Context: an optimization exercise on an open-source flow, tuned for small area and a short achievable clock period. The choices shown serve that exercise and are no tape-out recipe. Only simulation tests tie the RTL to the original design; equivalence was not proved. Power is estimated from default activity; no workload was simulated.

==> inputs of run a <==
==> flow/design.v <==
module rob_multi #(
  parameter int ROB_SIZE  = 8,
  parameter int CDB_PORTS = 2
) (
  input  logic                             clock,
  input  logic                             reset,
  input  logic                             alloc_enable,
  input  logic                             alloc_wr_mem,
  input  logic [4:0]                       alloc_dest_reg,
  input  logic [32-1:0]                 alloc_value_in,
  input  logic                             alloc_value_in_valid,
  input  logic [$clog2(ROB_SIZE)-1:0]      alloc_store_dep,
  input  logic [CDB_PORTS-1:0]             cdb_valid,
  input  logic [CDB_PORTS*$clog2(ROB_SIZE)-1:0] cdb_tag,
  input  logic [CDB_PORTS*32-1:0]       cdb_value,
  input  logic                             commit_enable,
  input  logic                             flush,
  input  logic [$clog2(ROB_SIZE)-1:0]      read_rob_tag,
  output logic [32-1:0]                 read_value,
  output logic                             read_ready,
  input  logic [32-1:0]                 load_address,
  input  logic [$clog2(ROB_SIZE)-1:0]      load_rob_tag,
  output logic                             pending_stores,
  output logic                             fwd_hit,
  output logic [32-1:0]                 fwd_value,
  output logic                             full,
  output logic                             empty,
  output logic [$clog2(ROB_SIZE):0]        count,
  output logic [$clog2(ROB_SIZE)-1:0]      alloc_slot,
  output logic                             head_valid,
  output logic                             head_ready,
  output logic                             head_wr_mem,
  output logic [4:0]                       head_dest_reg,
  output logic [32-1:0]                 head_value,
  output logic [32-1:0]                 head_address,
  output logic [$clog2(ROB_SIZE)-1:0]      head_tag
);
  localparam int N  = 8;
  localparam int TW = 3;
  localparam int XW = 32;
  logic [N-1:0]  valid_q;
  logic [TW-1:0] head_q, tail_q;
  logic [N-1:0]          wr_mem_q, vrdy_q, ardy_q;
  logic [N-1:0][4:0]     dest_q;
  logic [N-1:0][XW-1:0]  value_q;
  logic [N-1:0][XW-1:0]  addr_q;
  logic [TW-1:0] t0, t1;
  logic [XW-1:0] c0, c1;
  assign t0 = cdb_tag[TW-1:0];
  assign t1 = cdb_tag[2*TW-1:TW];
  assign c0 = cdb_value[XW-1:0];
  assign c1 = cdb_value[2*XW-1:XW];
  logic full_w, commit_fire, alloc_fire;
  logic [N-1:0] head_oh, tail_oh;
  assign full_w = &valid_q;
  always_comb begin
    for (int e = 0; e < N; e++) begin
      head_oh[e] = (head_q == TW'(e));
      tail_oh[e] = (tail_q == TW'(e));
    end
  end
  assign head_ready  = |(head_oh & valid_q & vrdy_q & ardy_q);
  assign commit_fire = commit_enable & head_ready;
  assign alloc_fire  = alloc_enable & ~full_w;
  logic b0, b1, byp_hit;
  assign b0 = cdb_valid[0] & (t0 == alloc_store_dep);
  assign b1 = cdb_valid[1] & (t1 == alloc_store_dep);
  assign byp_hit = b0 | b1;
  logic [XW-1:0] a_val;
  always_comb begin
    if (alloc_value_in_valid) a_val = alloc_value_in;
    else if (b1)              a_val = c1;
    else                      a_val = c0;
    if (!alloc_value_in_valid && !byp_hit) a_val[TW-1:0] = alloc_store_dep;
  end
  logic [N-1:0] own0, own1;
  always_comb begin
    for (int e = 0; e < N; e++) begin
      own0[e] = cdb_valid[0] & (t0 == TW'(e));
      own1[e] = cdb_valid[1] & (t1 == TW'(e));
    end
  end
  logic [N-1:0] wt, vs0, vs1, as0, as1, dep0, dep1;
  always_comb begin
    for (int e = 0; e < N; e++) begin
      wt[e]   = tail_oh[e] & ~full_w;
      dep0[e] = cdb_valid[0] & (t0 == value_q[e][TW-1:0]) & ~vrdy_q[e];
      dep1[e] = cdb_valid[1] & (t1 == value_q[e][TW-1:0]) & ~vrdy_q[e];
      vs1[e]  = ~wt[e] & (wr_mem_q[e] ? dep1[e] : own1[e]);
      vs0[e]  = ~wt[e] & ~vs1[e] & (wr_mem_q[e] ? dep0[e] : own0[e]);
      as1[e]  = own1[e];
      as0[e]  = own0[e] & ~own1[e];
    end
  end
  logic [N-1:0]          valid_d, wr_mem_d, vrdy_d, ardy_d;
  logic [N-1:0][4:0]     dest_d;
  logic [N-1:0][XW-1:0]  value_d, addr_d;
  always_comb begin
    for (int e = 0; e < N; e++) begin
      valid_d[e] = flush ? 1'b0 :
                   (valid_q[e] & ~(commit_fire & head_oh[e])) | (alloc_fire & tail_oh[e]);
      wr_mem_d[e] = wt[e] ? alloc_wr_mem : wr_mem_q[e];
      dest_d[e]   = wt[e] ? alloc_dest_reg : dest_q[e];
      vrdy_d[e]   = wt[e] ? (alloc_wr_mem & (alloc_value_in_valid | byp_hit))
                          : (vrdy_q[e] | vs0[e] | vs1[e]);
      ardy_d[e]   = wt[e] ? ~alloc_wr_mem : (ardy_q[e] | own0[e] | own1[e]);
    end
  end
  logic [N-1:0] vhold, ahold;
  assign vhold = ~(wt | vs0 | vs1);
  assign ahold = ~(own0 | own1);
  for (genvar e = 0; e < N; e++) begin : g_ent
    for (genvar b = 0; b < XW; b++) begin : g_bit
      rob_sel4 u_v (.s0(wt[e]), .d0(a_val[b]), .s1(vs1[e]), .d1(c1[b]),
                    .s2(vs0[e]), .d2(c0[b]), .s3(vhold[e]), .d3(value_q[e][b]),
                    .y(value_d[e][b]));
      rob_sel3 u_a (.s0(as1[e]), .d0(c1[b]), .s1(as0[e]), .d1(c0[b]),
                    .s2(ahold[e]), .d2(addr_q[e][b]), .y(addr_d[e][b]));
    end
  end
  always_ff @(posedge clock or negedge reset) begin
    if (!reset) begin
      valid_q <= '0;
      head_q  <= '0;
      tail_q  <= '0;
    end else begin
      valid_q <= valid_d;
      if (flush) begin
        head_q <= '0;
        tail_q <= '0;
      end else begin
        head_q <= head_q + TW'(commit_fire);
        tail_q <= tail_q + TW'(alloc_fire);
      end
    end
  end
  always_ff @(posedge clock) begin
    wr_mem_q <= wr_mem_d;
    vrdy_q   <= vrdy_d;
    ardy_q   <= ardy_d;
    dest_q   <= dest_d;
    value_q  <= value_d;
    addr_q   <= addr_d;
  end
  assign full        = full_w;
  assign empty       = ~|valid_q;
  assign count       = {full_w, tail_q - head_q};
  assign alloc_slot  = tail_q;
  assign head_tag    = head_q;
  assign head_valid  = |(head_oh & valid_q);
  assign head_wr_mem = |(head_oh & valid_q & wr_mem_q);
  logic [XW-1:0][N-1:0] value_t, addr_t;
  logic [4:0][N-1:0]    dest_t;
  always_comb begin
    for (int e = 0; e < N; e++) begin
      for (int b = 0; b < XW; b++) begin
        value_t[b][e] = value_q[e][b];
        addr_t[b][e]  = addr_q[e][b];
      end
      for (int b = 0; b < 5; b++) dest_t[b][e] = dest_q[e][b];
    end
  end
  for (genvar b = 0; b < XW; b++) begin : g_head
    rob_sel8 u_hv (.s(head_oh), .d(value_t[b]), .y(head_value[b]));
    rob_sel8 u_ha (.s(head_oh), .d(addr_t[b]),  .y(head_address[b]));
  end
  for (genvar b = 0; b < 5; b++) begin : g_hdest
    rob_sel8 u_hd (.s(head_oh), .d(dest_t[b]), .y(head_dest_reg[b]));
  end
  logic [N-1:0] rd_oh;
  always_comb begin
    for (int e = 0; e < N; e++) rd_oh[e] = (read_rob_tag == TW'(e));
  end
  for (genvar b = 0; b < XW; b++) begin : g_read
    rob_sel8 u_rv (.s(rd_oh), .d(value_t[b]), .y(read_value[b]));
  end
  assign read_ready = |(rd_oh & valid_q & vrdy_q);
  logic [N-1:0] ge_h, lt_l, match, ev, ev_lo, ev_hi, y_lo, y_hi, ysel;
  logic         h_le_l, any_lo;
  assign h_le_l = (head_q <= load_rob_tag);
  always_comb begin
    for (int e = 0; e < N; e++) begin
      ge_h[e]  = (TW'(e) >= head_q);
      lt_l[e]  = (TW'(e) < load_rob_tag);
      match[e] = (addr_q[e] == load_address);
      ev[e]    = valid_q[e] & wr_mem_q[e] & (~ardy_q[e] | match[e]);
    end
  end
  assign ev_lo = ev & lt_l & (h_le_l ? ge_h : {N{1'b1}});
  assign ev_hi = ev & ge_h & {N{~h_le_l}};
  assign any_lo = |ev_lo;
  always_comb begin
    for (int e = 0; e < N; e++) begin
      y_lo[e] = ev_lo[e];
      y_hi[e] = ev_hi[e];
      for (int j = e + 1; j < N; j++) begin
        y_lo[e] = y_lo[e] & ~ev_lo[j];
        y_hi[e] = y_hi[e] & ~ev_hi[j];
      end
    end
  end
  assign ysel = any_lo ? y_lo : y_hi;
  logic fwd_ok;
  assign fwd_ok = |(ysel & ardy_q & match & vrdy_q);
  for (genvar b = 0; b < XW; b++) begin : g_fwd
    rob_sel8 u_fv (.s(ysel), .d(value_t[b]), .y(fwd_value[b]));
  end
  assign fwd_hit        = fwd_ok;
  assign pending_stores = (|ev_lo | |ev_hi) & ~fwd_ok;
endmodule
module rob_sel3 (
  input  logic s0, d0, s1, d1, s2, d2,
  output logic y
);
  assign y = (s0 & d0) | (s1 & d1) | (s2 & d2);
endmodule
module rob_sel4 (
  input  logic s0, d0, s1, d1, s2, d2, s3, d3,
  output logic y
);
  assign y = (s0 & d0) | (s1 & d1) | (s2 & d2) | (s3 & d3);
endmodule
module rob_sel8 (
  input  logic [7:0] s,
  input  logic [7:0] d,
  output logic       y
);
  assign y = |(s & d);
endmodule
==> flow/run.sh <==
#!/bin/bash
# synth_recipe.tcl (not shown) runs the flow's synth.tcl, then flattens the netlist and writes it again
# the make line also repeats each setting of config.mk as NAME=value (left out here)
make -C /OpenROAD-flow-scripts/flow DESIGN_CONFIG=/design/flow/config.mk WORK_HOME=/design/flow/orfs CLKGATE_MAP_FILE= SYNTH_SCRIPT=/design/flow/synth_recipe.tcl finish
==> flow/config.mk <==
export PLATFORM = sky130hd
export DESIGN_NAME = rob_multi
export DESIGN_NICKNAME = rob_multi
export VERILOG_FILES = /design/flow/design.v
export SDC_FILE = /design/flow/constraint.sdc
export NUM_CORES = 4
export LEC_CHECK = 0
export CAP_MARGIN = 20
export CORE_MARGIN = 2
export CORE_UTILIZATION = 40
export SLEW_MARGIN = 20
export SYNTH_HIERARCHICAL = 1
export SYNTH_MINIMUM_KEEP_SIZE = 0
==> flow/constraint.sdc <==
create_clock -name core_clock -period 11.0 [get_ports {clock}]
set_input_delay 2.2000 -clock core_clock [delete_from_list [all_inputs] [get_ports {clock}]]
set_output_delay 2.2000 -clock core_clock [all_outputs]
set_load 0.01 [all_outputs]
==> inputs of run b, as changes to run a <==
--- a/flow/design.v
+++ b/flow/design.v
@@ -175,38 +175,115 @@
     rob_sel8 u_rv (.s(rd_oh), .d(value_t[b]), .y(read_value[b]));
   end
   assign read_ready = |(rd_oh & valid_q & vrdy_q);
-  logic [N-1:0] ge_h, lt_l, match, ev, ev_lo, ev_hi, y_lo, y_hi, ysel;
-  logic         h_le_l, any_lo;
-  assign h_le_l = (head_q <= load_rob_tag);
-  always_comb begin
-    for (int e = 0; e < N; e++) begin
-      ge_h[e]  = (TW'(e) >= head_q);
-      lt_l[e]  = (TW'(e) < load_rob_tag);
-      match[e] = (addr_q[e] == load_address);
-      ev[e]    = valid_q[e] & wr_mem_q[e] & (~ardy_q[e] | match[e]);
-    end
-  end
-  assign ev_lo = ev & lt_l & (h_le_l ? ge_h : {N{1'b1}});
-  assign ev_hi = ev & ge_h & {N{~h_le_l}};
-  assign any_lo = |ev_lo;
-  always_comb begin
-    for (int e = 0; e < N; e++) begin
-      y_lo[e] = ev_lo[e];
-      y_hi[e] = ev_hi[e];
-      for (int j = e + 1; j < N; j++) begin
-        y_lo[e] = y_lo[e] & ~ev_lo[j];
-        y_hi[e] = y_hi[e] & ~ev_hi[j];
+  logic [N-1:0] lt_l, le_l, ge_h, inwin, st_a, st_u, unk_y, okw, m0, m1, nmc, msel;
+  logic [N-1:0][N-1:0] yng;
+  logic h_le_l, any_unk;
+  always_comb begin
+    for (int e = 0; e < N; e++) begin
+      lt_l[e] = (TW'(e) < load_rob_tag);
+      le_l[e] = (TW'(e) <= load_rob_tag);
+      ge_h[e] = (TW'(e) >= head_q);
+      st_a[e] = valid_q[e] & wr_mem_q[e] & ardy_q[e];
+      st_u[e] = valid_q[e] & wr_mem_q[e] & ~ardy_q[e];
+    end
+    h_le_l = |(head_oh & le_l);
+    for (int e = 0; e < N; e++)
+      inwin[e] = h_le_l ? (ge_h[e] & lt_l[e]) : (ge_h[e] | lt_l[e]);
+    for (int e = 0; e < N; e++)
+      for (int j = 0; j < N; j++)
+        yng[e][j] = (j > e) ? (~lt_l[e] | lt_l[j]) : (~lt_l[e] & lt_l[j] & (j != e));
+    for (int e = 0; e < N; e++) begin
+      unk_y[e] = |(st_u & yng[e]);
+      okw[e]   = inwin[e] & vrdy_q[e] & ~unk_y[e];
+    end
+    any_unk = |(st_u & inwin);
+  end
+  for (genvar e = 0; e < N; e++) begin : g_cmp
+    logic [XW-1:0] x;
+    logic [7:0]    g;
+    for (genvar b = 0; b < XW; b++) begin : g_x
+      rob_xnor2 u_x (.a(addr_q[e][b]), .b(load_address[b]), .y(x[b]));
+    end
+    for (genvar k = 0; k < 8; k++) begin : g_g
+      rob_nand4 u_g (.a(x[4*k]), .b(x[4*k+1]), .c(x[4*k+2]), .d(x[4*k+3]), .y(g[k]));
+    end
+    rob_nor4 u_m0 (.a(g[0]), .b(g[1]), .c(g[2]), .d(g[3]), .y(m0[e]));
+    rob_nor4 u_m1 (.a(g[4]), .b(g[5]), .c(g[6]), .d(g[7]), .y(m1[e]));
+    rob_nand3 u_nmc (.a(m0[e]), .b(m1[e]), .c(st_a[e]), .y(nmc[e]));
+  end
+  logic [3:0][N-1:0] msel_q;
+  for (genvar e = 0; e < N; e++) begin : g_pri
+    logic [N-2:0] n;
+    for (genvar j = 0; j < N; j++) begin : g_j
+      if (j != e) begin : g_n
+        rob_nand4 u_n (.a(m0[j]), .b(m1[j]), .c(st_a[j]), .d(yng[e][j]),
+                       .y(n[j < e ? j : j - 1]));
       end
     end
-  end
-  assign ysel = any_lo ? y_lo : y_hi;
-  logic fwd_ok;
-  assign fwd_ok = |(ysel & ardy_q & match & vrdy_q);
+    logic na, nb;
+    rob_nand4 u_a (.a(n[0]), .b(n[1]), .c(n[2]), .d(n[3]), .y(na));
+    rob_nand3 u_b (.a(n[4]), .b(n[5]), .c(n[6]), .y(nb));
+    for (genvar c = 0; c < 4; c++) begin : g_c
+      rob_nor3 u_s (.a(na), .b(nb), .c(nmc[e]), .y(msel_q[c][e]));
+    end
+    assign msel[e] = msel_q[0][e];
+  end
+  logic fwd_ok, mc_w;
+  assign fwd_ok = |(msel & okw);
+  assign mc_w   = |(msel & inwin);
   for (genvar b = 0; b < XW; b++) begin : g_fwd
-    rob_sel8 u_fv (.s(ysel), .d(value_t[b]), .y(fwd_value[b]));
+    rob_sel8 u_fv (.s(msel_q[b / 8]), .d(value_t[b]), .y(fwd_value[b]));
   end
   assign fwd_hit        = fwd_ok;
-  assign pending_stores = (|ev_lo | |ev_hi) & ~fwd_ok;
+  assign pending_stores = (any_unk | mc_w) & ~fwd_ok;
+endmodule
+module rob_xnor2 (
+  input  logic a, b,
+  output logic y
+);
+  assign y = ~(a ^ b);
+endmodule
+module rob_nand3 (
+  input  logic a, b, c,
+  output logic y
+);
+  assign y = ~(a & b & c);
+endmodule
+module rob_nand4 (
+  input  logic a, b, c, d,
+  output logic y
+);
+  assign y = ~(a & b & c & d);
+endmodule
+module rob_nor3 (
+  input  logic a, b, c,
+  output logic y
+);
+  assign y = ~(a | b | c);
+endmodule
+module rob_nor4 (
+  input  logic a, b, c, d,
+  output logic y
+);
+  assign y = ~(a | b | c | d);
+endmodule
+module rob_aoi222 (
+  input  logic a0, b0, a1, b1, a2, b2,
+  output logic y
+);
+  assign y = ~((a0 & b0) | (a1 & b1) | (a2 & b2));
+endmodule
+module rob_fin8 (
+  input  logic n0, n1, s6, d6, s7, d7,
+  output logic y
+);
+  assign y = ~(n0 & n1) | (s6 & d6) | (s7 & d7);
+endmodule
+module rob_nand2 (
+  input  logic a, b,
+  output logic y
+);
+  assign y = ~(a & b);
 endmodule
 module rob_sel3 (
   input  logic s0, d0, s1, d1, s2, d2,
@@ -218,12 +295,18 @@
   input  logic s0, d0, s1, d1, s2, d2, s3, d3,
   output logic y
 );
-  assign y = (s0 & d0) | (s1 & d1) | (s2 & d2) | (s3 & d3);
+  logic n012, n3;
+  rob_aoi222 u_a (.a0(s0), .b0(d0), .a1(s1), .b1(d1), .a2(s2), .b2(d2), .y(n012));
+  rob_nand2  u_b (.a(s3), .b(d3), .y(n3));
+  rob_nand2  u_y (.a(n012), .b(n3), .y(y));
 endmodule
 module rob_sel8 (
   input  logic [7:0] s,
   input  logic [7:0] d,
   output logic       y
 );
-  assign y = |(s & d);
-endmodule
+  logic n0, n1;
+  rob_aoi222 u_0 (.a0(s[0]), .b0(d[0]), .a1(s[1]), .b1(d[1]), .a2(s[2]), .b2(d[2]), .y(n0));
+  rob_aoi222 u_1 (.a0(s[3]), .b0(d[3]), .a1(s[4]), .b1(d[4]), .a2(s[5]), .b2(d[5]), .y(n1));
+  rob_fin8   u_y (.n0(n0), .n1(n1), .s6(s[6]), .d6(d[6]), .s7(s[7]), .d7(d[7]), .y(y));
+endmodule
==> flow/flow/run.sh (new file) <==
#!/bin/bash
# Standard ORFS layout (the standard.sh), with:
# - plain buf_1 cells as the port buffers (the resizer still upsizes them),
# - resizing not held to cell footprints,
# - a clock tree of clkbuf_8 cells over sink clusters of at most 12 registers,
#   without dummy loads.
set -euo pipefail
CTS="-sink_clustering_enable -repair_clock_nets -dont_use_dummy_load -buf_list sky130_fd_sc_hd__clkbuf_8 -sink_clustering_size 12 -sink_clustering_max_diameter 40"
export BUFFER_PORTS_ARGS="-buffer_cell sky130_fd_sc_hd__buf_1"
export MATCH_CELL_FOOTPRINT=0
export CTS_ARGS="$CTS"
bash standard.sh "BUFFER_PORTS_ARGS=$BUFFER_PORTS_ARGS" MATCH_CELL_FOOTPRINT=0 "CTS_ARGS=$CTS" finish > flow_make.log 2>&1
==> flow/standard.sh (new file) <==
#!/bin/bash
# synth_recipe.tcl (not shown) runs the flow's synth.tcl, then flattens the netlist and writes it again
# the make line also repeats each setting of config.mk as NAME=value (left out here)
make -C /OpenROAD-flow-scripts/flow DESIGN_CONFIG=/design/flow/config.mk WORK_HOME=/design/flow/orfs CLKGATE_MAP_FILE= SYNTH_SCRIPT=/design/flow/synth_recipe.tcl "${@:-finish}"
--- a/flow/config.mk
+++ b/flow/config.mk
@@ -7,7 +7,8 @@
 export LEC_CHECK = 0
 export CAP_MARGIN = 20
 export CORE_MARGIN = 2
-export CORE_UTILIZATION = 40
+export CORE_UTILIZATION = 45
+export SETUP_SLACK_MARGIN = 4
 export SLEW_MARGIN = 20
 export SYNTH_HIERARCHICAL = 1
 export SYNTH_MINIMUM_KEEP_SIZE = 0
removed: flow/run.sh
==> run notes <==
item	run b	run a
Sequential cell power	3.32 mW	3.34 mW
Tightest slew margin relative to the limit	15.32%	11.31%
Transition at the pin with the smallest max-transition slack	1.270 ns	1.330 ns
Post-Syn Instances	3563	3535
Post-placement setup slack	2.124 ns	1.780 ns
Met3 Resource Use GR	14.82%	13.21%
Multi-input combinational gate total	2612	2583
Routed met1 length	63330 um	63220 um
Multi-input gate area	20870 um2	18970 um2
WP data arrival	5.22 ns	7.48 ns
Outcome	timing/DRC/antenna clean	timing/DRC/antenna clean
Reg2reg setup slack	6.88 ns	6.86 ns
Clk latency of the worst-skew pair	0.73 ns	0.64 ns
Clock group	1.69 mW	2.36 mW
Total buffers and inverters traversed by the critical path	5	3

static timing again, ports no longer ideal:
The results above use ideal ports. As a check the final layouts listed here were re-extracted and re-timed, cells and wires unchanged. Step 1: set_driving_cell puts a clkbuf_16 on clock and a buf_2 on each other input, an assumption about the parent block. Step 2, shift: input delay + t, output delay - t, t = (earliest + latest rising clock arrival at the registers) / 2. This alone moves slack from input paths to output paths. Slacks: ideal / step 1 / step 2; pairs: ideal / step 1.
run	t (ns)	setup slack, ns	worst setup path after step 2	latest minus earliest clock arrival (ns)
run a	0.691	1.325 / 1.294 / 1.294	input to output	0.031 / 0.031
run b	0.766	3.584 / 3.491 / 3.491	input to output	0.091 / 0.091
After both steps setup and hold are still met in every run listed. The setup slack of run b, which loses most, moves by -0.093 ns with the drivers and by -0.093 ns with both steps.
